Source: an optimization exercise on an open RTL-to-GDS flow (aim: small area, a short achievable clock period and few clock cycles per item). Production flows keep margins and buffers that such runs may drop.
RTL that was checked went through simulation tests only; none was proved equivalent to the original.
For run 2, only the layout was checked, not whether the RTL still works.
Power and IR drop assume default switching activity.

$ cat flow/flow/run.sh
#!/bin/bash
export SETUP_SLACK_MARGIN=7.75
bash standard.sh > standard.log 2>&1
$ cat flow/standard.sh
#!/bin/bash
# synth_recipe.tcl (not shown) runs the flow's synth.tcl, then flattens the netlist and writes it again
# the make line also repeats each setting of config.mk as NAME=value (left out here)
make -C /OpenROAD-flow-scripts/flow DESIGN_CONFIG=/design/flow/config.mk WORK_HOME=/design/flow/orfs CLKGATE_MAP_FILE= SYNTH_SCRIPT=/design/flow/synth_recipe.tcl "${@:-finish}"
$ cat flow/config.mk
export PLATFORM = sky130hd
export DESIGN_NAME = xoshiro_int8_noise_generator_unit
export DESIGN_NICKNAME = xoshiro_int8_noise_generator_unit
export VERILOG_FILES = /design/flow/design.v
export SDC_FILE = /design/flow/constraint.sdc
export NUM_CORES = 4
export LEC_CHECK = 0
export ABC_CLOCK_PERIOD_IN_PS = 3000
export CAP_MARGIN = 20
export CORE_MARGIN = 2
export CORE_UTILIZATION = 60
export SLEW_MARGIN = 20
$ cat flow/constraint.sdc
create_clock -name core_clock -period 11.0 [get_ports {clk}]
set_input_delay 2.2000 -clock core_clock [delete_from_list [all_inputs] [get_ports {clk}]]
set_output_delay 2.2000 -clock core_clock [all_outputs]
set_load 0.01 [all_outputs]
$ cat flow/design.v
`timescale 1ns / 1ps
package xng_pkg;
  localparam logic MODE_RESEED   = 1'b0;
  localparam logic MODE_GENERATE = 1'b1;
  localparam logic [63:0] GAMMA    = 64'h9E37_79B9_7F4A_7C15;
  localparam logic [63:0] GAMMA_C  = 64'h9E37_79B9_7F4B_1A4C;    
  localparam logic [63:0] GAMMA_R  = 64'hE8EA_9F60_838A_F562;    
endpackage
`timescale 1ns / 1ps
module xng_mul64lo (
  input  logic        sa,
  input  logic        sb,
  input  logic [7:0]  d,
  input  logic [55:0] hs,
  input  logic [55:0] hc,
  input  logic [7:0]  ls,
  input  logic [7:0]  lc,
  input  logic        cy,
  output logic [55:0] ns,
  output logic [55:0] nc,
  output logic [7:0]  nls,
  output logic [7:0]  nlc,
  output logic [7:0]  pbyte,
  output logic        pcy
);
  logic [3:0]  dl, dh;
  logic [63:0] tlo, tlo_A, tlo_B;
  logic [63:0] thi, thi_A, thi_B;
  logic [63:0] a1, c1, s2, c2;
  logic [8:0]  low;
  assign dl = d[3:0];
  assign dh = d[7:4];
  assign tlo_A = (dl[3] ? (dl[2] ? (dl[1] ? (dl[0] ? 64'h362c2f64b16975d7 : 64'h76d3e7f79484901e) : (dl[0] ? 64'hb77ba08a779faa65 : 64'hf823591d5abac4ac)) : (dl[1] ? (dl[0] ? 64'h38cb11b03dd5def3 : 64'h7972ca4320f0f93a) : (dl[0] ? 64'hba1a82d6040c1381 : 64'hfac23b68e7272dc8))) : (dl[2] ? (dl[1] ? (dl[0] ? 64'h3b69f3fbca42480f : 64'h7c11ac8ead5d6256) : (dl[0] ? 64'hbcb9652190787c9d : 64'hfd611db4739396e4)) : (dl[1] ? (dl[0] ? 64'h3e08d64756aeb12b : 64'h7eb08eda39c9cb72) : (dl[0] ? 64'hbf58476d1ce4e5b9 : 64'h0))));
  assign tlo_B = (dl[3] ? (dl[2] ? (dl[1] ? (dl[0] ? 64'hb83451f61fe00cc5 : 64'h2364083b0caefada) : (dl[0] ? 64'h8e93be7ff97de8ef : 64'hf9c374c4e64cd704)) : (dl[1] ? (dl[0] ? 64'h64f32b09d31bc519 : 64'hd022e14ebfeab32e) : (dl[0] ? 64'h3b529793acb9a143 : 64'ha6824dd899888f58))) : (dl[2] ? (dl[1] ? (dl[0] ? 64'h11b2041d86577d6d : 64'h7ce1ba6273266b82) : (dl[0] ? 64'he81170a75ff55997 : 64'h534126ec4cc447ac)) : (dl[1] ? (dl[0] ? 64'hbe70dd31399335c1 : 64'h29a09376266223d6) : (dl[0] ? 64'h94d049bb133111eb : 64'h0))));
  assign thi_A = {(dh[3] ? (dh[2] ? (dh[1] ? (dh[0] ? 60'h62c2f64b16975d7 : 60'h6d3e7f79484901e) : (dh[0] ? 60'h77ba08a779faa65 : 60'h823591d5abac4ac)) : (dh[1] ? (dh[0] ? 60'h8cb11b03dd5def3 : 60'h972ca4320f0f93a) : (dh[0] ? 60'ha1a82d6040c1381 : 60'hac23b68e7272dc8))) : (dh[2] ? (dh[1] ? (dh[0] ? 60'hb69f3fbca42480f : 60'hc11ac8ead5d6256) : (dh[0] ? 60'hcb9652190787c9d : 60'hd611db4739396e4)) : (dh[1] ? (dh[0] ? 60'he08d64756aeb12b : 60'heb08eda39c9cb72) : (dh[0] ? 60'hf58476d1ce4e5b9 : 60'h0)))), 4'h0};
  assign thi_B = {(dh[3] ? (dh[2] ? (dh[1] ? (dh[0] ? 60'h83451f61fe00cc5 : 60'h364083b0caefada) : (dh[0] ? 60'he93be7ff97de8ef : 60'h9c374c4e64cd704)) : (dh[1] ? (dh[0] ? 60'h4f32b09d31bc519 : 60'h22e14ebfeab32e) : (dh[0] ? 60'hb529793acb9a143 : 60'h6824dd899888f58))) : (dh[2] ? (dh[1] ? (dh[0] ? 60'h1b2041d86577d6d : 60'hce1ba6273266b82) : (dh[0] ? 60'h81170a75ff55997 : 60'h34126ec4cc447ac)) : (dh[1] ? (dh[0] ? 60'he70dd31399335c1 : 60'h9a09376266223d6) : (dh[0] ? 60'h4d049bb133111eb : 60'h0)))), 4'h0};
  assign tlo = ({64{sa}} & tlo_A) | ({64{sb}} & tlo_B);
  assign thi = ({64{sa}} & thi_A) | ({64{sb}} & thi_B);
  assign a1 = {8'd0, hs} ^ {8'd0, hc} ^ tlo;
  assign c1 = {(({8'd0, hs} & {8'd0, hc}) | ({8'd0, hs} & tlo) | ({8'd0, hc} & tlo)), 1'b0};
  assign s2 = a1 ^ c1 ^ thi;
  assign c2 = {((a1 & c1) | (a1 & thi) | (c1 & thi)), 1'b0};
  assign low   = {1'b0, ls} + {1'b0, lc} + {8'd0, cy};
  assign pbyte = low[7:0];
  assign pcy   = low[8];
  assign ns    = s2[63:8];
  assign nc    = c2[63:8];
  assign nls   = s2[7:0];
  assign nlc   = c2[7:0];
endmodule
module xng_seed_tab (
  input  logic [3:0]  d,
  output logic [19:0] t
);
  assign t = (d[3] ? (d[2] ? (d[1] ? (d[0] ? 20'h94539 : 20'h8a702) : (d[0] ? 20'h808cb : 20'h76a94)) : (d[1] ? (d[0] ? 20'h6cc5d : 20'h62e26) : (d[0] ? 20'h58fef : 20'h4f1b8))) : (d[2] ? (d[1] ? (d[0] ? 20'h45381 : 20'h3b54a) : (d[0] ? 20'h31713 : 20'h278dc)) : (d[1] ? (d[0] ? 20'h1daa5 : 20'h13c6e) : (d[0] ? 20'h9e37 : 20'h0))));
endmodule
`timescale 1ns / 1ps
module xng_emit (
  input  logic       clk,
  input  logic       rst_n,
  input  logic       in_v,
  input  logic [7:0] in_rb,
  input  logic       in_first,
  input  logic       in_last,
  output logic       in_adv,
  output logic       out_tvalid,
  input  logic       out_tready,
  output logic [6:0] out_noise,
  output logic       out_tlast
);
  logic       rb_v, rb_first, rb_last;
  logic       wb_v, wb_last;
  logic [7:0] wb;
  logic [7:0] rb;
  logic [2:0] prev3;
  logic       c9;
  logic       o_v, o_last, sk_v, sk_last;
  logic [6:0] o_d, sk_d;
  logic       push, pop;
  logic [2:0] lo3;
  logic       cin;
  logic [8:0] wsum;
  logic [1:0] adj;
  logic [6:0] m_d;
  logic rb_mv;
  assign push   = wb_v && !sk_v;
  assign pop    = o_v && out_tready;
  assign rb_mv  = !wb_v || !sk_v;
  assign in_adv = !rb_v || rb_mv;
  assign lo3  = rb_first ? 3'b000 : prev3;
  assign cin  = rb_first ? 1'b0 : c9;
  assign wsum = {1'b0, rb} + {1'b0, rb[4:0], lo3} + {8'd0, cin};
  assign adj  = (wb[7:1] == 7'h7f) ? 2'd2 : (wb[7] || (wb[6:0] == 7'h7f)) ? 2'd1 : 2'd0;
  assign m_d  = wb[6:0] + 7'd65 + {5'd0, adj};
  always_ff @(posedge clk) begin
    if (!rst_n) begin
      rb_v <= 1'b0;
      wb_v <= 1'b0;
      o_v  <= 1'b0;
      sk_v <= 1'b0;
    end else begin
      if (in_adv) rb_v <= in_v;
      if (rb_mv) wb_v <= rb_v;
      if (sk_v && (!o_v || pop)) begin
        o_v  <= 1'b1;
        sk_v <= 1'b0;
      end else if (push && (!o_v || pop)) begin
        o_v <= 1'b1;
      end else if (push) begin
        sk_v <= 1'b1;
      end else if (pop) begin
        o_v <= 1'b0;
      end
    end
  end
  always_ff @(posedge clk) begin
    if (in_adv && in_v) begin
      rb       <= in_rb;
      rb_first <= in_first;
      rb_last  <= in_last;
    end
    if (rb_mv && rb_v) begin
      wb      <= wsum[7:0];
      wb_last <= rb_last;
      prev3   <= rb[7:5];
      c9      <= wsum[8];
    end
    if (sk_v && (!o_v || pop)) begin
      o_d    <= sk_d;
      o_last <= sk_last;
    end else if (push && (!o_v || pop)) begin
      o_d    <= m_d;
      o_last <= wb_last;
    end else if (push) begin
      sk_d    <= m_d;
      sk_last <= wb_last;
    end
  end
  assign out_tvalid = o_v;
  assign out_noise  = o_d;
  assign out_tlast  = o_last;
endmodule
`timescale 1ns / 1ps
import xng_pkg::*;
module xoshiro_int8_noise_generator_unit (
  input  logic        clk,
  input  logic        rst_n,
  input  logic        cfg_valid,
  output logic        cfg_ready,
  input  logic [63:0] cfg_data,
  input  logic        in_tvalid,
  output logic        in_tready,
  input  logic [15:0] in_tdata,
  input  logic        in_tuser,
  output logic        out_tvalid,
  input  logic        out_tready,
  output logic [7:0]  out_tdata,
  output logic        out_tlast
);
  logic        q_v, q_mode;
  logic [3:0]  q_cnt;
  logic [7:0]  q_stream;
  logic        in_rdy_r, cfg_rdy_r;
  logic        q_v_nxt, q_rs_nxt;
  logic [63:0] base_r;
  logic [63:0] s0_r, s1_r, s2_r, s3_r;
  logic        g_act;
  logic [3:0]  g_n;
  logic [2:0]  g_k;
  logic        g_tc;
  logic [7:0]  g_koh;
  logic        w0;
  logic [7:0]  wa, wb;
  logic        e_adv, g_go, g_done, g_last, g_nz, g_start;
  logic [7:0]  rbyte;
  logic        rcarry;
  logic        c57_r, c57_cur;
  logic [63:0] c57_in;
  logic [63:0] s1n;
  logic        rs_act;
  logic [1:0]  rs_i;
  logic [2:0]  rs_cnt;
  logic        f_init, f_seed, f_ma, f_x27, f_mb, f_fin;
  logic [55:0] hs_r, hc_r, ns, nc;
  logic [7:0]  ls_r, lc_r, nls, nlc;
  logic        cy_r, pcy;
  logic [7:0]  pbyte;
  logic [63:0] r_r, rfull, x_lo, x_hi;
  logic [19:0] tb, tb_r, tb_d;
  logic [3:0]  tb_in;
  logic [7:0]  rs_st;
  logic [6:0]  xf, xf_d;
  logic [32:0] lo_sum, hi_sum;
  logic        f_init2, f_init3, f_rest, f_rest2, f_rest3, x_add, xd_add, xc_r;
  logic        rs_go, rs_start, rs_fin, rs_done, rs_s1, g_pre, g_blk;
  logic [63:0] bus;
  assign g_start  = q_v && (q_mode == MODE_GENERATE) && (!rs_act || rs_done || rs_s1) &&
                    (!g_act || g_done);
  assign rs_start = q_v && (q_mode == MODE_RESEED) && !rs_act;
  always_comb begin
    q_v_nxt  = q_v;
    q_rs_nxt = q_v && (q_mode == MODE_RESEED);
    if (g_start || rs_start) begin
      q_v_nxt  = 1'b0;
      q_rs_nxt = 1'b0;
    end
    if (in_tvalid && in_rdy_r) begin
      q_v_nxt  = 1'b1;
      q_rs_nxt = (in_tuser == MODE_RESEED);
    end
  end
  always_ff @(posedge clk) begin
    if (!rst_n) begin
      q_v       <= 1'b0;
      in_rdy_r  <= 1'b1;
      cfg_rdy_r <= 1'b1;
      base_r    <= '0;
    end else begin
      q_v       <= q_v_nxt;
      in_rdy_r  <= !q_v_nxt;
      cfg_rdy_r <= !q_rs_nxt && !(rs_start || (rs_act && !rs_done));
      if (cfg_valid && cfg_rdy_r) base_r <= cfg_data;
      else begin
        if (x_add) base_r[31:0] <= lo_sum[31:0];
        if (xd_add) base_r[63:32] <= hi_sum[32:1];
      end
    end
  end
  always_ff @(posedge clk) begin
    if (in_tvalid && in_rdy_r) begin
      q_mode   <= in_tuser;
      q_cnt    <= in_tdata[11:8];
      q_stream <= in_tdata[7:0];
    end
  end
  assign in_tready = in_rdy_r;
  assign cfg_ready = cfg_rdy_r;
  assign s1n      = s1_r ^ s2_r ^ s0_r;
  assign c57_in   = s1_r ^ ({64{g_act}} & (s2_r ^ s0_r));
  assign c57_cur  = ({1'b0, c57_in[56:0]} + {1'b0, c57_in[54:0], 2'b00}) >> 57;
  always_ff @(posedge clk) begin
    if (g_done || !g_act) c57_r <= c57_cur;
  end
  logic [7:0]  kn;
  logic [16:0] win_nx, win_c0, win_n0;
  assign kn     = {g_koh[6:0], 1'b0};
  assign win_c0 = {s1_r[0], 1'b0, s1_r[63:57], 1'b0, s1_r[61:55]};
  assign win_n0 = {s1n[0], 1'b0, s1n[63:57], 1'b0, s1n[61:55]};
  assign win_nx = ({17{kn[1]}} & {1'b0, s1_r[8:1],   s1_r[6:0], 1'b0}) |
                  ({17{kn[2]}} & {1'b0, s1_r[16:9],  s1_r[14:7]}) |
                  ({17{kn[3]}} & {1'b0, s1_r[24:17], s1_r[22:15]}) |
                  ({17{kn[4]}} & {1'b0, s1_r[32:25], s1_r[30:23]}) |
                  ({17{kn[5]}} & {1'b0, s1_r[40:33], s1_r[38:31]}) |
                  ({17{kn[6]}} & {1'b0, s1_r[48:41], s1_r[46:39]}) |
                  ({17{kn[7]}} & {1'b0, s1_r[56:49], s1_r[54:47]});
  always_ff @(posedge clk) begin
    if (g_done) begin
      {w0, wa, wb} <= win_n0;
    end else if (!g_act) begin
      {w0, wa, wb} <= win_c0;
    end else if (g_go) begin
      {w0, wa, wb} <= win_nx;
    end
  end
  always_comb begin
    logic [8:0] t;
    t = {1'b0, wa} + {1'b0, wb} + {8'd0, g_koh[0] ? c57_r : (g_koh[1] ? 1'b0 : g_tc)};
    rbyte  = g_koh[0] ? {w0, t[6:0]} : t[7:0];
    rcarry = t[8];
  end
  assign g_blk  = g_last && rs_act && !g_pre;
  assign g_go   = g_act && e_adv && !g_blk;
  assign g_done = g_go && g_last;
  always_ff @(posedge clk) begin
    if (!rst_n) begin
      g_act <= 1'b0;
      g_pre <= 1'b0;
    end else begin
      if (g_start) g_act <= 1'b1;
      else if (g_done) g_act <= 1'b0;
      if (g_start) g_pre <= 1'b0;
      else if (rs_start) g_pre <= g_act && !g_done;
    end
  end
  always_ff @(posedge clk) begin
    if (g_start) begin
      g_n    <= (q_cnt > 4'd8) ? 4'd8 : q_cnt;
      g_nz   <= (q_cnt != 4'd0);
      g_last <= (q_cnt <= 4'd1);
      g_k    <= 3'd0;
      g_koh  <= 8'b0000_0001;
    end else if (g_go) begin
      g_k    <= g_k + 3'd1;
      g_koh  <= {g_koh[6:0], 1'b0};
      g_last <= ({1'b0, g_k} + 4'd2 == g_n);
      g_tc   <= rcarry;
    end
  end
  xng_emit u_emit (
    .clk        (clk),
    .rst_n      (rst_n),
    .in_v       (g_act && g_nz && !g_blk),
    .in_rb      (rbyte),
    .in_first   (g_koh[0]),
    .in_last    (g_last),
    .in_adv     (e_adv),
    .out_tvalid (out_tvalid),
    .out_tready (out_tready),
    .out_noise  (out_tdata[6:0]),
    .out_tlast  (out_tlast)
  );
  assign out_tdata[7] = 1'b0;
  assign rs_go   = rs_act && !(f_fin && g_act && g_pre);
  assign rs_s1   = rs_act && rs_i[1];
  assign rs_fin  = rs_go && f_fin;
  assign rs_done = rs_fin && !f_seed;
  xng_mul64lo u_mul (
    .sa    (f_ma),
    .sb    (f_mb),
    .d     (r_r[7:0]),
    .hs    (hs_r),
    .hc    (hc_r),
    .ls    (ls_r),
    .lc    (lc_r),
    .cy    (cy_r),
    .ns    (ns),
    .nc    (nc),
    .nls   (nls),
    .nlc   (nlc),
    .pbyte (pbyte),
    .pcy   (pcy)
  );
  assign tb_in = rs_start ? q_stream[3:0] : ((f_init || f_rest) ? rs_st[7:4] : rs_st[3:0]);
  xng_seed_tab u_seed (
    .d (tb_in),
    .t (tb)
  );
  function automatic logic [63:0] xop(input logic [6:0] f, input logic [19:0] t);
    xop = ({64{f[6]}} & {44'd0, t}) | ({64{f[5]}} & {40'd0, t, 4'd0}) |
          ({64{f[4]}} & ~{44'd0, t}) | ({64{f[3]}} & ~{40'd0, t, 4'd0}) |
          ({64{f[2]}} & GAMMA_C) | ({64{f[1]}} & GAMMA_R) | ({64{f[0]}} & GAMMA);
  endfunction
  assign xf     = {f_init, f_init2, f_rest, f_rest2, rs_start, f_rest3, f_seed};
  assign x_add  = rs_start || (rs_go && (|xf));
  assign x_lo   = xop(xf, tb_r);
  assign x_hi   = xop(xf_d, tb_d);
  assign lo_sum = {1'b0, base_r[31:0]} + {1'b0, x_lo[31:0]};
  assign hi_sum = {base_r[63:32], 1'b1} + {x_hi[63:32], xc_r};
  always_ff @(posedge clk) begin
    if (!rst_n) begin
      xd_add <= 1'b0;
    end else begin
      xd_add <= x_add;
    end
    xf_d <= xf;
    xc_r <= lo_sum[32];
    tb_d <= tb_r;
    if (rs_start || (rs_go && (f_init || (f_fin && (rs_i == 2'd2)) || f_rest))) tb_r <= tb;
  end
  assign rfull = {pbyte, r_r[63:8]};
  assign bus   = rfull ^ (rfull >> 31);
  always_ff @(posedge clk) begin
    if (!rst_n) begin
      rs_act <= 1'b0;
      f_init <= 1'b0;
      f_init2 <= 1'b0;
      f_rest <= 1'b0;
      f_rest2 <= 1'b0;
      f_rest3 <= 1'b0;
      f_init3 <= 1'b0;
      f_seed <= 1'b0;
      f_ma   <= 1'b0;
      f_x27  <= 1'b0;
      f_mb   <= 1'b0;
      f_fin  <= 1'b0;
    end else if (rs_start) begin
      rs_act <= 1'b1;
      f_init <= 1'b1;
    end else if (rs_go) begin
      f_rest  <= f_fin && (rs_i == 2'd2);
      f_rest2 <= f_rest;
      f_rest3 <= f_rest2;
      if (f_init) begin
        f_init  <= 1'b0;
        f_init2 <= 1'b1;
      end else if (f_init2) begin
        f_init2 <= 1'b0;
        f_init3 <= 1'b1;
      end else if (f_init3) begin
        f_init3 <= 1'b0;
        f_seed  <= 1'b1;
      end else if (f_seed) begin
        f_seed <= 1'b0;
        f_fin  <= 1'b0;
        f_ma   <= 1'b1;
      end else if (f_ma) begin
        if (rs_cnt == 3'd7) begin
          f_ma  <= 1'b0;
          f_x27 <= 1'b1;
        end
      end else if (f_x27) begin
        f_x27 <= 1'b0;
        f_mb  <= 1'b1;
      end else if (f_mb) begin
        if (rs_cnt == 3'd7) begin
          f_mb   <= 1'b0;
          f_fin  <= 1'b1;
          f_seed <= (rs_i != 2'd3);
        end
      end else if (f_fin) begin
        f_fin  <= 1'b0;
        rs_act <= 1'b0;
      end
    end
  end
  always_ff @(posedge clk) begin
    if (rs_start) begin
      rs_i   <= 2'd0;
      rs_cnt <= 3'd0;
    end else if (rs_go) begin
      if (f_ma || f_mb) rs_cnt <= rs_cnt + 3'd1;
      if (f_fin) rs_i <= rs_i + 2'd1;
    end
    if (rs_start) rs_st <= q_stream;
    if (rs_go) begin
      if (f_seed) begin
        r_r <= base_r ^ (base_r >> 30);
      end else if (f_x27) begin
        r_r <= rfull ^ (rfull >> 27);
      end else if (f_ma || f_mb) begin
        r_r <= rfull;
      end
      if (f_seed || f_x27) begin
        ls_r <= '0;
        lc_r <= '0;
        cy_r <= 1'b0;
      end else begin
        ls_r <= nls;
        lc_r <= nlc;
        cy_r <= pcy;
      end
    end
    if (f_seed || f_x27) begin
      hs_r <= '0;
      hc_r <= '0;
    end else begin
      hs_r <= ns;
      hc_r <= nc;
    end
  end
  always_ff @(posedge clk) begin
    if (!rst_n) begin
      s0_r <= '0;
      s1_r <= '0;
      s2_r <= '0;
      s3_r <= '0;
    end else if (rs_fin) begin
      case (rs_i)
        2'd0:    s0_r <= bus;
        2'd1:    s1_r <= bus;
        2'd2:    s2_r <= bus;
        default: s3_r <= bus;
      endcase
    end else if (g_done) begin
      s0_r <= s0_r ^ s3_r ^ s1_r;
      s1_r <= s1n;
      s2_r <= s2_r ^ s0_r ^ {s1_r[46:0], 17'd0};
      s3_r <= {s3_r[18:0] ^ s1_r[18:0], s3_r[63:19] ^ s1_r[63:19]};
    end
  end
endmodule
==> reports/metrics.yaml, run 1 <==
status: "no timing/DRC/antenna violations"
totalWireLength_mm: 140
yosysWarnings: 2
grt_max_degree: 149
yosysTopAreaCell: "dfxtp_1"
powerDensity_nw_per_um2: 128
synth_most_common_cell: "nand2_1"
synthXorXnorAreaFrac_pct: 9.12
critical_path.max_fanout: 7
start_kind: "register"
synth_common_cells: "nand2_1 (647), dfxtp_1 (477), o21ai_0 (441), nor2_1 (418), a21oi_1 (384)"
die-area_sq_um: 71100
drtIter0Drc: 4680
grt_first_pass_wirelength_mm: 206
io_pins: 98
cp-end-kind: "register"
cpMostUsedCell: "a21o_1"
final_period_minus_worst_setup_slack_ps: 3490
netlist_area_sq_um: 41400
ys_async_sr_fraction_pct: 0
start_util_pct: 60.4
die-width_um: 267
insertion_delay_ps: 640
setup_violations: 0
core_sq_um: 68500
firstDrtPassIters: 8
numPortBuffers: 92
area_growth_pct: 14.3
viasPerCell: 6.40
row_count: 96
syn_inst: 4829
globalRouteTotalUtil_pct: 37.9
root_buffer: "clkbuf_16"
antenna_found_initial: 2
grt_pass1_vias: 33700
grt.overflow.total: 0
criticalPathCategory: "reg -> reg"
tightest_slew_ps: 961
rsz0062_at_grt: "yes"
drive_gt1_share_pct: 11.0
synth_flop_cell: "dfxtp_1"
htreeDepth: 3
ys_seq_area_share_pct: 35.9
ant_nets: 0
fp.dieH_um: 267
critical_path.cell_chain: "buf_16 -> nand2_1 -> xnor2_2 -> ha_1 -> a21o_1 -> a21o_1 -> a221oi_1 -> o221ai_2 -> a21oi_1 -> o211ai_1 -> a221oi_2 -> o31ai_4"
dpl_worst_slack_ps: 5870
maxSlewHeadroom_pct: 35.7
p_leak_nw: 19.0
synthSimpleGateAreaFrac_pct: 16.8
max_freq_mhz: 287
synth.top_cell.area_share_pct: 23.1
clockBufferDepth: 3
arrival_ps: 3850
synth-seq-cells: 654
dp_hpwl_mm: 93.9
synth.distinct_cells: 79
synth_compound_area_share_pct: 19.5
num_vias: 36600
syn_nets: 5220
cts_num_sinks: 654
critical_path.max_stage_delay_ps: 520
fin_util_pct: 69.1
yosys-top-cells-area: "dfxtp_1 (23%), edfxtp_1 (13%), nand2_1 (5.9%)"
fin_nets: 5171
crit_path_top_delay_cell: "a221oi_2"
cp.required_ps: 11360
drc: 0
fin_worst_skew_ps: 34.6
postCtsHoldBufs: 0
setup_ws_ps: 7510
synth_fa_ha_area_share_pct: 11.3
avgSynthCellArea_sq_um: 8.57
muxShareOfSynthArea_pct: 3.36
hold_viol: 0
max-cap-violations: 0
regToRegSetupSlack_ps: 7510
numCtsBuffers: 74
antenna_cells: 0
cts_tree: "yes"
slew_viol_final: 0
hold_class: "reg -> reg"
gp_congestion: 0.954
wl_per_cell_um: 24.6
clk_pin_slew_ps: 60
post-route-period-util_pct: 31.7
ir_drop_mv: 0.112
synth-edff-count: 177
p_total_mw: 6.04
setup-tns-final_ps: 0
synth_top_family_by_area: "compound AO/OA/AOI/OAI gates"
-- through the flow --
step / cells / hold WS, ps / cell area [sq um]
after global routing: 5721 / 426 / 47300
final: 5721 / 417 / 47300
after floorplan: 4829 / 329 / 41700
after detailed placement: 5497 / 405 / 42700
after global placement: 5497 / 403 / 42700
after CTS: 5683 / 419 / 46200
-- flip-flops by register name (all words and copies together) (netlist names), 8 cells and up --
signal / count
base_r: 64
r_r: 64
s2_r: 64
hc_r: 56
u_emit.wb: 8
rs_st: 8
q_stream: 8
s3_r: 64
s0_r: 64
hs_r: 56
s1_r: 64
tb_r: 20
ls_r: 8
u_emit.rb: 8
-- where the power goes --
group / total (mW) / internal (mW) / leakage [nW] / switching, mW
combinational: 0.870 / 0.360 / 12.3 / 0.510
sequential: 2.71 / 2.58 / 5.52 / 0.132
clock: 2.45 / 1.40 / 1.17 / 1.05
-- area by class of cell --
type,count,area [sq um]
multi-input cells,3755,26400
fillers,5595,21200
flip-flops and latches,654,14900
repair buffers,215,2170
clock buffers,106,2130
well taps,882,1100
inverters,74,345
clock inverters,29,229
repair inverters,6,48.8
-- logic make-up after synthesis --
family                     count (synthesis)
and+or+nand+nor                         1553
AOI/OAI and AO/OA                       1330
DFF                                      654
xor gates and xnor gates                 431
buffers and inverters                    421
adders and majority gates                305
muxes                                    134
other                                      1
-- path summary, 6_finish.rpt --
path	startpoint	endpoint	cells past startpoint
setup / recovery	g_act	c57_r	12
hold reg to reg	q_stream[7]	rs_st[7]	0
hold / removal	q_stream[7]	rs_st[7]	0
setup reg to reg	g_act	c57_r	12
-- metal layers --
metal,share of wire (%),global-route usage [%],wire [um]
met3,8.9,5.73,12500
met1,39,49.8,55200
met2,45,59.5,63300
met4,6.7,21.9,9440
met5,0.016,0,22
-- critical path, delay by kind of cell, from the launching register on --
kind / cells / cell delay [ps]
compound gates: 8 / 1880
fa+ha+maj: 1 / 290
simple gates: 1 / 90
xor+xnor: 1 / 230
flops: 1 / 510
buf+inv: 1 / 190
-- placed cells by master (no fill, tap or decap), types with 137 or more instances in the layout --
cell        n
nand2_1   628
dfxtp_1   460
o21ai_0   410
nor2_1    409
a21oi_1   358
xor2_1    199
xnor2_1   193
edfxtp_1  177
ha_1      161
and2_1    137
-- what timing repair did --
action	4_1_cts	5_1_grt
gates resized for setup	202	148
pin swaps	44	70
cloned	6	7
setup buffers	45	31
setup endpoints to repair	433	184
Testbench counts, summed over its fixed seeds: cycles 19,807, bytes 16,560.
==> run 2, diff against run 1 <==
--- a/flow/design.v
+++ b/flow/design.v
@@ -161,7 +161,8 @@
   logic [3:0]  q_cnt;
   logic [7:0]  q_stream;
   logic        in_rdy_r, cfg_rdy_r;
-  logic        q_v_nxt, q_rs_nxt;
+  logic        q_v_nxt, q_rs_nxt, rst_q;
+  logic [3:0]  fin_oh, ld;
   logic [63:0] base_r;
   logic [63:0] s0_r, s1_r, s2_r, s3_r;
   logic        g_act;
@@ -227,6 +228,9 @@
     end
   end
   always_ff @(posedge clk) begin
+    rst_q <= rst_n;
+  end
+  always_ff @(posedge clk) begin
     if (in_tvalid && in_rdy_r) begin
       q_mode   <= in_tuser;
       q_cnt    <= in_tdata[11:8];
@@ -373,6 +377,7 @@
       f_x27  <= 1'b0;
       f_mb   <= 1'b0;
       f_fin  <= 1'b0;
+      fin_oh <= 4'd0;
     end else if (rs_start) begin
       rs_act <= 1'b1;
       f_init <= 1'b1;
@@ -405,12 +410,14 @@
         if (rs_cnt == 3'd7) begin
           f_mb   <= 1'b0;
           f_fin  <= 1'b1;
+          fin_oh <= 4'b0001 << rs_i;
           f_seed <= (rs_i != 2'd3);
         end
       end else if (f_fin) begin
         f_fin  <= 1'b0;
         rs_act <= 1'b0;
       end
+      if (f_fin) fin_oh <= 4'd0;
     end
   end
   always_ff @(posedge clk) begin
@@ -448,24 +455,22 @@
       hc_r <= nc;
     end
   end
+  assign ld = fin_oh & {4{!(g_act && g_pre)}};
   always_ff @(posedge clk) begin
-    if (!rst_n) begin
+    if (!rst_q) begin
       s0_r <= '0;
       s1_r <= '0;
       s2_r <= '0;
       s3_r <= '0;
-    end else if (rs_fin) begin
-      case (rs_i)
-        2'd0:    s0_r <= bus;
-        2'd1:    s1_r <= bus;
-        2'd2:    s2_r <= bus;
-        default: s3_r <= bus;
-      endcase
-    end else if (g_done) begin
-      s0_r <= s0_r ^ s3_r ^ s1_r;
-      s1_r <= s1n;
-      s2_r <= s2_r ^ s0_r ^ {s1_r[46:0], 17'd0};
-      s3_r <= {s3_r[18:0] ^ s1_r[18:0], s3_r[63:19] ^ s1_r[63:19]};
+    end else begin
+      if (ld[0]) s0_r <= bus;
+      else if (g_done) s0_r <= s0_r ^ s3_r ^ s1_r;
+      if (ld[1]) s1_r <= bus;
+      else if (g_done) s1_r <= s1n;
+      if (ld[2]) s2_r <= bus;
+      else if (g_done) s2_r <= s2_r ^ s0_r ^ {s1_r[46:0], 17'd0};
+      if (ld[3]) s3_r <= bus;
+      else if (g_done) s3_r <= {s3_r[18:0] ^ s1_r[18:0], s3_r[63:19] ^ s1_r[63:19]};
     end
   end
 endmodule
==> flow/flow/run.sh (replaced) <==
#!/bin/bash
export SETUP_SLACK_MARGIN=7.6
bash standard.sh > standard.log 2>&1
==> reports/metrics.yaml, run 2 <==
status: "no timing/DRC/antenna violations"  # unchanged
yosysTopAreaCell: "dfxtp_1"  # unchanged
synth-edff-count: 177  # unchanged
drive_gt1_share_pct: 8.68  # was 11.0%
ys_seq_area_share_pct: 35.6  # was 35.9%
critical_path.cell_chain: "nand2b_4 -> nand2b_4 -> clkinvlp_4 -> nor2_4 -> nand3_1 -> ha_2 -> nand3_1 -> a2111o_1 -> a211o_1 -> a211o_4 -> nand3b_4 -> a211oi_1 -> or3_1 -> a21oi_2"  # was buf_16 -> nand2_1 -> xnor2_2 -> ha_1 -> a21o_1 -> a21o_1 -> a221oi_1 -> o221ai_2 -> a21oi_1 -> o211ai_1 -> a221oi_2 -> o31ai_4
avgSynthCellArea_sq_um: 8.83  # was 8.57 sq um
core_sq_um: 68900  # was 68,500 sq um
design_area_sq_um: 46800  # was 47,300 sq um
tightest_slew_ps: 1090  # was 961 ps
cts_num_sinks: 659  # was 654
critical_path.max_stage_delay_ps: 420  # was 520 ps
fin_worst_skew_ps: 24.4  # was 34.6 ps
fp.dieH_um: 269  # was 267 um
max-cap-violations: 0  # unchanged
fin_util_pct: 67.9  # was 69.1%
path_delay_family: "compound AO/OA/AOI/OAI gates"  # unchanged
drtIter0Drc: 3955  # was 4,680
setup_violations: 0  # unchanged
io_pins: 98  # unchanged
yosysWarnings: 2  # unchanged
maxSlewHeadroom_pct: 27.4  # was 35.7%
criticalPathCategory: "reg -> reg"  # unchanged
area_growth_pct: 11.5  # was 14.3%
final_common_cell: "nand2_1"  # unchanged
cp_num_buf_inv: 1  # unchanged
cts_tree: "yes"  # unchanged
fin_nets: 5054  # was 5,171
slew_viol_final: 0  # unchanged
viasPerCell: 6.15  # was 6.40
synth.top_cell.area_share_pct: 23.0  # was 23.1%
yosys-top-cells-area: "dfxtp_1 (23%), edfxtp_1 (13%), nand2_1 (6.5%)"  # was dfxtp_1 (23%), edfxtp_1 (13%), nand2_1 (5.9%)
ant_nets: 0  # unchanged
synth_most_common_cell: "nand2_1"  # unchanged
post-route-period-util_pct: 31.3  # was 31.7%
fill_cells: 5769  # was 5,595
synth.distinct_cells: 86  # was 79
final_cell_mix: "nand2_1 (717), dfxtp_1 (470), a21oi_1 (342), o21ai_0 (322), xnor2_1 (282)"  # was nand2_1 (628), dfxtp_1 (460), o21ai_0 (410), nor2_1 (409), a21oi_1 (358)
cp.required_ps: 11580  # was 11,360 ps
syn_inst: 4755  # was 4,829
grt_max_degree: 127  # was 149
multi_input_area_sq_um: 26100  # was 26,400 sq um
synth-seq-cells: 659  # was 654
globalRouteTotalUtil_pct: 35.3  # was 37.9%
p_leak_nw: 21.0  # was 19.0 nW
firstDrtPassIters: 7  # was 8
numCtsBuffers: 76  # was 74
critical_path.max_fanout: 6  # was 7
grt_first_pass_wirelength_mm: 195  # was 206 mm
cp-end-kind: "register"  # unchanged
arrival_ps: 4020  # was 3850 ps
grt.overflow.total: 0  # unchanged
wl_per_cell_um: 22.9  # was 24.6 um
grt_pass1_vias: 31900  # was 33.7k
postCtsHoldBufs: 0  # unchanged
root_buffer: "clkbuf_16"  # unchanged
setup-tns-final_ps: 0  # unchanged
rsz0062_at_grt: "yes"  # unchanged
antenna_found_initial: 2  # unchanged
hold_viol: 0  # unchanged
die-area_sq_um: 72100  # was 71,100 sq um
num_vias: 34800  # was 36.6k
gp_congestion: 0.996  # was 0.954
hold_class: "reg -> reg"  # unchanged
antenna_cells: 0  # unchanged
start_kind: "register"  # unchanged
htreeDepth: 3  # unchanged
totalWireLength_mm: 130  # was 140 mm
clockBufferDepth: 3  # unchanged
ir_drop_mv: 0.101  # was 0.112 mV
clk_pin_slew_ps: 60  # about the same
crit_path_top_delay_cell: "ha_2"  # was a221oi_2
dp_hpwl_mm: 91.2  # was 93.9 mm
final_period_minus_worst_setup_slack_ps: 3440  # was 3490 ps
numPortBuffers: 92  # unchanged
start_util_pct: 60.9  # was 60.4%
ys_async_sr_fraction_pct: 0  # unchanged
synth_flop_cell: "dfxtp_1"  # unchanged
powerDensity_nw_per_um2: 142  # was 128 nW/um^2
netlist_area_sq_um: 42000  # was 41,400 sq um
drc: 0  # unchanged
place_area_sq_um: 43000  # was 42,700 sq um
die-width_um: 269  # was 267 um
max_freq_mhz: 291  # was 287 MHz
row_count: 96  # unchanged
syn_nets: 5145  # was 5,220
synth_common_cells: "nand2_1 (727), dfxtp_1 (482), a21oi_1 (352), o21ai_0 (348), xnor2_1 (294)"  # was nand2_1 (647), dfxtp_1 (477), o21ai_0 (441), nor2_1 (418), a21oi_1 (384)
regArea_sq_um: 15000  # was 14,900 sq um
insertion_delay_ps: 640  # about the same
[run 2: cell count changes in the layout (fill, tap and decap cells not counted), sizes merged, moves of 46 or more]
cell and delta:
or3 +54, nor2 -154, o211a +195, xor2 +46
o21ai -92, nand2 +79, o211ai -55, xnor2 +80
[run 2: final cells by class]
class,count,area share (%)
clock buffer,115,4.76
clock inverter,21,0.492
inverter,77,0.684
multi-input combinational,3665,55.7
sequential,659,32.0
tap,931,2.49
timing repair buffer,184,3.85
timing repair inverter,1,0.0160
[run 2: kinds of logic (layout without fill, tap and decap cells)]
logic type / count (synthesis) / after routing / synth area share, %
mux: 105 / 105 / 2.61
fa+ha+maj: 304 / 304 / 11.1
simple gates: 1474 / 1474 / 15.7
flops: 659 / 659 / 35.6
buf+inv: 431 / 398 / 4.15
other cells: 1 / 1 / 0.00893
xor+xnor: 557 / 557 / 11.6
compound gates: 1224 / 1224 / 19.1
[run 2: report_power, final]
group / leakage, nW / switching (mW) / internal [mW] / total, mW
Combinational: 14.3 / 0.693 / 0.532 / 1.23
Clock: 1.20 / 1.07 / 1.45 / 2.52
Sequential: 5.58 / 0.236 / 2.67 / 2.91
Total: 21.0 / 2.00 / 4.66 / 6.66
[run 2: repair_timing]
item	CTS	global route
gates resized for setup	135	118
buffers inserted	31	17
gates cloned	4	0
pin swaps	14	29
setup endpoints to repair	320	84
[run 2: stage by stage]
| step | worst slack (ps) | power [mW] | std cells | hold slack (ps) |
|---|---|---|---|---|
| after floorplan | 7610 | 3.74 | 4755 | 329 |
| after global placement | 6280 | 4.06 | 5465 | 408 |
| after detailed placement | 6230 | 4.08 | 5465 | 405 |
| after CTS | 7460 | 6.62 | 5636 | 418 |
| after global routing | 7430 | 6.92 | 5653 | 428 |
| final | 7560 | 6.66 | 5653 | 416 |
[run 2: worst paths after layout]
check,from,endpoint,slack (ps),depth (start not counted)
worst max-delay path,q_mode,base_r[24],7560,14
worst min-delay path,q_stream[7],rs_st[7],420,0
worst min register to register,q_stream[7],rs_st[7],420,0
worst max register to register,q_mode,base_r[24],7560,14
[run 2: per-layer routing]
metal	GRT usage [%]	share of wire, %
met1	48.9	42
met2	55.5	45
met3	4.67	7.8
met4	15.4	4.7
met5	0	0
==> run 3, diff against run 2 <==
--- a/flow/design.v
+++ b/flow/design.v
@@ -163,6 +163,7 @@
   logic        in_rdy_r, cfg_rdy_r;
   logic        q_v_nxt, q_rs_nxt, rst_q;
   logic [3:0]  fin_oh, ld;
+  logic        f_init4;
   logic [63:0] base_r;
   logic [63:0] s0_r, s1_r, s2_r, s3_r;
   logic        g_act;
@@ -344,8 +345,8 @@
           ({64{f[4]}} & ~{44'd0, t}) | ({64{f[3]}} & ~{40'd0, t, 4'd0}) |
           ({64{f[2]}} & GAMMA_C) | ({64{f[1]}} & GAMMA_R) | ({64{f[0]}} & GAMMA);
   endfunction
-  assign xf     = {f_init, f_init2, f_rest, f_rest2, rs_start, f_rest3, f_seed};
-  assign x_add  = rs_start || (rs_go && (|xf));
+  assign xf     = {f_init, f_init2, f_rest, f_rest2, f_init3, f_rest3, f_seed};
+  assign x_add  = rs_go && (|xf);
   assign x_lo   = xop(xf, tb_r);
   assign x_hi   = xop(xf_d, tb_d);
   assign lo_sum = {1'b0, base_r[31:0]} + {1'b0, x_lo[31:0]};
@@ -372,6 +373,7 @@
       f_rest2 <= 1'b0;
       f_rest3 <= 1'b0;
       f_init3 <= 1'b0;
+      f_init4 <= 1'b0;
       f_seed <= 1'b0;
       f_ma   <= 1'b0;
       f_x27  <= 1'b0;
@@ -393,6 +395,9 @@
         f_init3 <= 1'b1;
       end else if (f_init3) begin
         f_init3 <= 1'b0;
+        f_init4 <= 1'b1;
+      end else if (f_init4) begin
+        f_init4 <= 1'b0;
         f_seed  <= 1'b1;
       end else if (f_seed) begin
         f_seed <= 1'b0;
==> flow/flow/run.sh (replaced) <==
#!/bin/bash
export SETUP_SLACK_MARGIN=7.7
export BUFFER_PORTS_ARGS="-buffer_cell sky130_fd_sc_hd__buf_4"
bash standard.sh > standard.log 2>&1
==> reports/metrics.yaml, run 3 <==
grt_first_pass_wirelength_mm: 197  # was 195 mm
fp.dieH_um: 271  # was 269 um
ys_seq_area_share_pct: 35.1  # was 35.6%
io_pins: 98  # unchanged
grt_pass1_vias: 32900  # was 31.9k
htreeDepth: 3  # unchanged
synth_most_common_cell: "nand2_1"  # unchanged
min_to: "rs_st[7]"  # unchanged
numPortBuffers: 92  # unchanged
tightest_slew_ps: 1100  # was 1090 ps
root_buffer: "clkbuf_16"  # unchanged
design_area_sq_um: 47400  # was 46,800 sq um
wl_per_cell_um: 22.7  # was 22.9 um
antenna_cells: 0  # unchanged
cp_num_buf_inv: 1  # unchanged
netlist_area_sq_um: 42600  # was 42,000 sq um
maxSlewHeadroom_pct: 25.9  # was 27.4%
p_leak_nw: 21.4  # was 21.0 nW
synth_flop_cell: "dfxtp_1"  # unchanged
hold_viol: 0  # unchanged
regToRegSetupSlack_ps: 7620  # was 7560 ps
arrival_ps: 3890  # was 4020 ps
criticalPathCategory: "reg -> reg"  # unchanged
fin_util_pct: 67.6  # was 67.9%
final_period_minus_worst_setup_slack_ps: 3380  # was 3440 ps
synth_top_family_by_area: "compound AO/OA/AOI/OAI gates"  # unchanged
synth-seq-cells: 660  # was 659
drtIter0Drc: 3905  # was 3,955
max-cap-violations: 0  # unchanged
num_vias: 35600  # was 34.8k
synth_common_cells: "nand2_1 (601), dfxtp_1 (483), o21ai_0 (391), clkbuf_1 (317), xnor2_1 (307)"  # was nand2_1 (727), dfxtp_1 (482), a21oi_1 (352), o21ai_0 (348), xnor2_1 (294)
cts_num_sinks: 660  # was 659
synth-edff-count: 177  # unchanged
syn_nets: 5224  # was 5,145
setup_ws_ps: 7620  # was 7560 ps
dpl_worst_slack_ps: 6600  # was 6230 ps
yosysWarnings: 2  # unchanged
synth.top_cell.area_share_pct: 22.7  # was 23.0%
cts_tree: "yes"  # unchanged
syn_inst: 4834  # was 4,755
insertion_delay_ps: 640  # about the same
setup-tns-final_ps: 0  # unchanged
clk_pin_slew_ps: 60  # about the same
critical_path.cell_chain: "or3_4 -> or3_4 -> ha_4 -> buf_6 -> a21oi_1 -> o211ai_1 -> a21oi_4 -> o2111a_1 -> a311oi_4 -> a41o_1 -> a211oi_2 -> a31oi_1 -> o21a_1"  # was nand2b_4 -> nand2b_4 -> clkinvlp_4 -> nor2_4 -> nand3_1 -> ha_2 -> nand3_1 -> a2111o_1 -> a211o_1 -> a211o_4 -> nand3b_4 -> a211oi_1 -> or3_1 -> a21oi_2
muxShareOfSynthArea_pct: 2.66  # was 2.61%
die-area_sq_um: 73200  # was 72,100 sq um
powerDensity_nw_per_um2: 125  # was 142 nW/um^2
dp_hpwl_mm: 91.0  # was 91.2 mm
p_total_mw: 5.90  # was 6.66 mW
gp_congestion: 1.00  # was 0.996
r2r_end: "base_r[61]"  # was base_r[24]
synth.distinct_cells: 88  # was 86
globalRouteTotalUtil_pct: 34.6  # was 35.3%
wl_met1_mm: 55.7  # was 55.0 mm
slew_viol_final: 0  # unchanged
final_cell_mix: "nand2_1 (591), dfxtp_1 (467), o21ai_0 (368), xnor2_1 (307), a21oi_1 (264)"  # was nand2_1 (717), dfxtp_1 (470), a21oi_1 (342), o21ai_0 (322), xnor2_1 (282)
synthSimpleGateAreaFrac_pct: 17.3  # was 15.7%
hp-start: "q_stream[7]"  # unchanged
crit_path_top_delay_cell: "or3_4"  # was ha_2
clockBufferDepth: 3  # unchanged
ant_nets: 0  # unchanged
cp.required_ps: 11520  # was 11,580 ps
cpMostUsedCell: "or3_4"
synthXorXnorAreaFrac_pct: 10.5  # was 11.6%
drc: 0  # unchanged
post-route-period-util_pct: 30.7  # was 31.3%
postCtsHoldBufs: 0  # unchanged
critical_path.max_fanout: 6  # unchanged
r2r-start: "xf_d[4]"  # was q_mode
firstDrtPassIters: 7  # unchanged
grt.overflow.total: 0  # unchanged
row_count: 97  # was 96
area_growth_pct: 11.2  # was 11.5%
highest_layer: "met4"  # unchanged
yosys-top-cells-area: "dfxtp_1 (23%), edfxtp_1 (12%), xnor2_1 (6.3%)"  # was dfxtp_1 (23%), edfxtp_1 (13%), nand2_1 (6.5%)
drive_gt1_share_pct: 10.5  # was 8.68%
path_delay_family: "compound AO/OA/AOI/OAI gates"  # unchanged
synth_compound_area_share_pct: 19.4  # was 19.1%
yosysTopAreaCell: "dfxtp_1"  # unchanged
regArea_sq_um: 15000  # about the same
cp-end-kind: "register"  # unchanged
totalWireLength_mm: 130  # about the same
dr_wl_met2_mm: 59.6  # was 58.5 mm
avgSynthCellArea_sq_um: 8.82  # was 8.83 sq um
rsz0062_at_grt: "yes"  # unchanged
rr_worst_depth: 13  # was 14
start_util_pct: 60.8  # was 60.9%
fin_nets: 5120  # was 5,054
ys_async_sr_fraction_pct: 0  # unchanged
grt_max_degree: 102  # was 127
whs_path_depth: 0  # unchanged
max_freq_mhz: 296  # was 291 MHz
status: "no timing/DRC/antenna violations"  # unchanged
viasPerCell: 6.21  # was 6.15
die-width_um: 271  # was 269 um
antenna_found_initial: 3  # was 2
setup_violations: 0  # unchanged
wl_met3_mm: 9.26  # was 10.1 mm
fin_worst_skew_ps: 20.4  # was 24.4 ps
core_sq_um: 70100  # was 68,900 sq um
synth_fa_ha_area_share_pct: 11.0  # was 11.1%
fill_cells: 5857  # was 5,769
start_kind: "register"  # unchanged
numCtsBuffers: 75  # was 76
critical_path.max_stage_delay_ps: 450  # was 420 ps
final_common_cell: "nand2_1"  # unchanged
hold_class: "reg -> reg"  # unchanged
place_area_sq_um: 43500  # was 43,000 sq um
ir_drop_mv: 0.145  # was 0.101 mV
multi_input_area_sq_um: 26600  # was 26,100 sq um
run 3: what timing repair did:
action	in CTS	in global routing
setup endpoints to repair	381	156
gates cloned	2	2
pin swaps	38	23
buffers inserted	45	14
gates resized for setup	130	74
run 3: layout make-up:
| class | count | area share [%] |
|---|---|---|
| clock buffer | 106 | 4.64 |
| tap | 940 | 2.48 |
| clock inverter | 34 | 0.752 |
| multi-input combinational | 3717 | 56.2 |
| sequential | 660 | 31.7 |
| inverter | 80 | 0.681 |
| timing repair buffer | 196 | 3.59 |
run 3: cells by family after synthesis:
group                      after synthesis
and+or+nand+nor                       1555
AOI/OAI and AO/OA                     1236
DFF                                    660
buffers and inverters                  458
other                                    1
adders and majority gates              304
muxes                                  109
xor gates and xnor gates               511
run 3: worst max-delay path by stage:
| stage | startpoint | end | slack (ps) | depth (start not counted) |
|---|---|---|---|---|
| 6_report | xf_d[4] | base_r[61] | 7620 | 13 |
| 5_1_grt | xf_d[4] | base_r[61] | 7530 | 13 |
| 4_1_cts | u_emit.o_last | out_tlast | 7630 | 1 |
| 3_5_place_dp | r_r[0] | ls_r[4] | 6600 | 10 |
| 3_3_place_gp | r_r[0] | ls_r[4] | 6620 | 10 |
| 2_1_floorplan | xf_d[3] | base_r[56] | 7720 | 13 |
run 3: worst reg2reg max path, stage by stage (launching register included):
cell and delay [ps]:
dfxtp_2 320, or3_4 370, or3_4 450, ha_4 310
buf_6 130, a21oi_1 190, o211ai_1 160, a21oi_4 230
o2111a_1 270, a311oi_4 70, a41o_1 310, a211oi_2 220
a31oi_1 60, o21a_1 170
run 3: through the flow:
step | std cells | hold slack (ps)
after global routing | 5733 | 424
after global placement | 5530 | 403
after CTS | 5717 | 414
after floorplan | 4834 | 329
after detailed placement | 5530 | 405
final | 5733 | 410
run 3: report_power, final:
group | internal [mW] | switching (mW)
Clock | 1.54 | 1.07
Sequential | 2.57 | 0.104
Combinational | 0.248 | 0.369
run 3: layer usage:
metal	up-vias	GRT usage [%]
met4	0	13.6
met1	17200	47.3
met3	289	4.55
li1	16700	-
met2	1447	55.7
met5	-	0
Testbench counts of run 3, summed over its fixed seeds: cycles 19,855, bytes 16,560.

==> what the ideal ports hide <==
In the flow no input, the clock included, has a driving cell. The finished layouts below were timed again as built, in two steps.
Step 1 (the two cells are an assumption about what drives the block):
set clk [get_ports {clk}]
set_driving_cell -lib_cell sky130_fd_sc_hd__clkbuf_16 $clk
set_driving_cell -lib_cell sky130_fd_sc_hd__buf_2 [delete_from_list [all_inputs] $clk]
Step 2 moves the port delays by t, midway between the first and last clock arrival at a register: inputs arrive t later, outputs are due t later. That takes back most of the time a late clock gives input paths.
Three values: no drivers, after step 1, after step 2; two values: the first two.
run | shift t [ns] | slack for setup (ns) | hold slack, ns | worst data-port slew with drivers (ns) | pins driven straight from the clock port
run 1 | 0.695 | 7.511 / 7.511 / 6.953 | 0.417 / 0.417 / 0.417 | 0.18 | 1
run 2 | 0.700 | 7.560 / 7.560 / 6.956 | 0.416 / 0.416 / 0.416 | 0.06 | 1
run 3 | 0.693 | 7.624 / 7.583 / 7.172 | 0.410 / 0.410 / 0.410 | 0.05 | 1
After both steps every run listed still meets setup and hold. For run 2, which loses most, drivers alone change the setup slack by 0.000 ns; drivers and shift together by -0.604 ns.
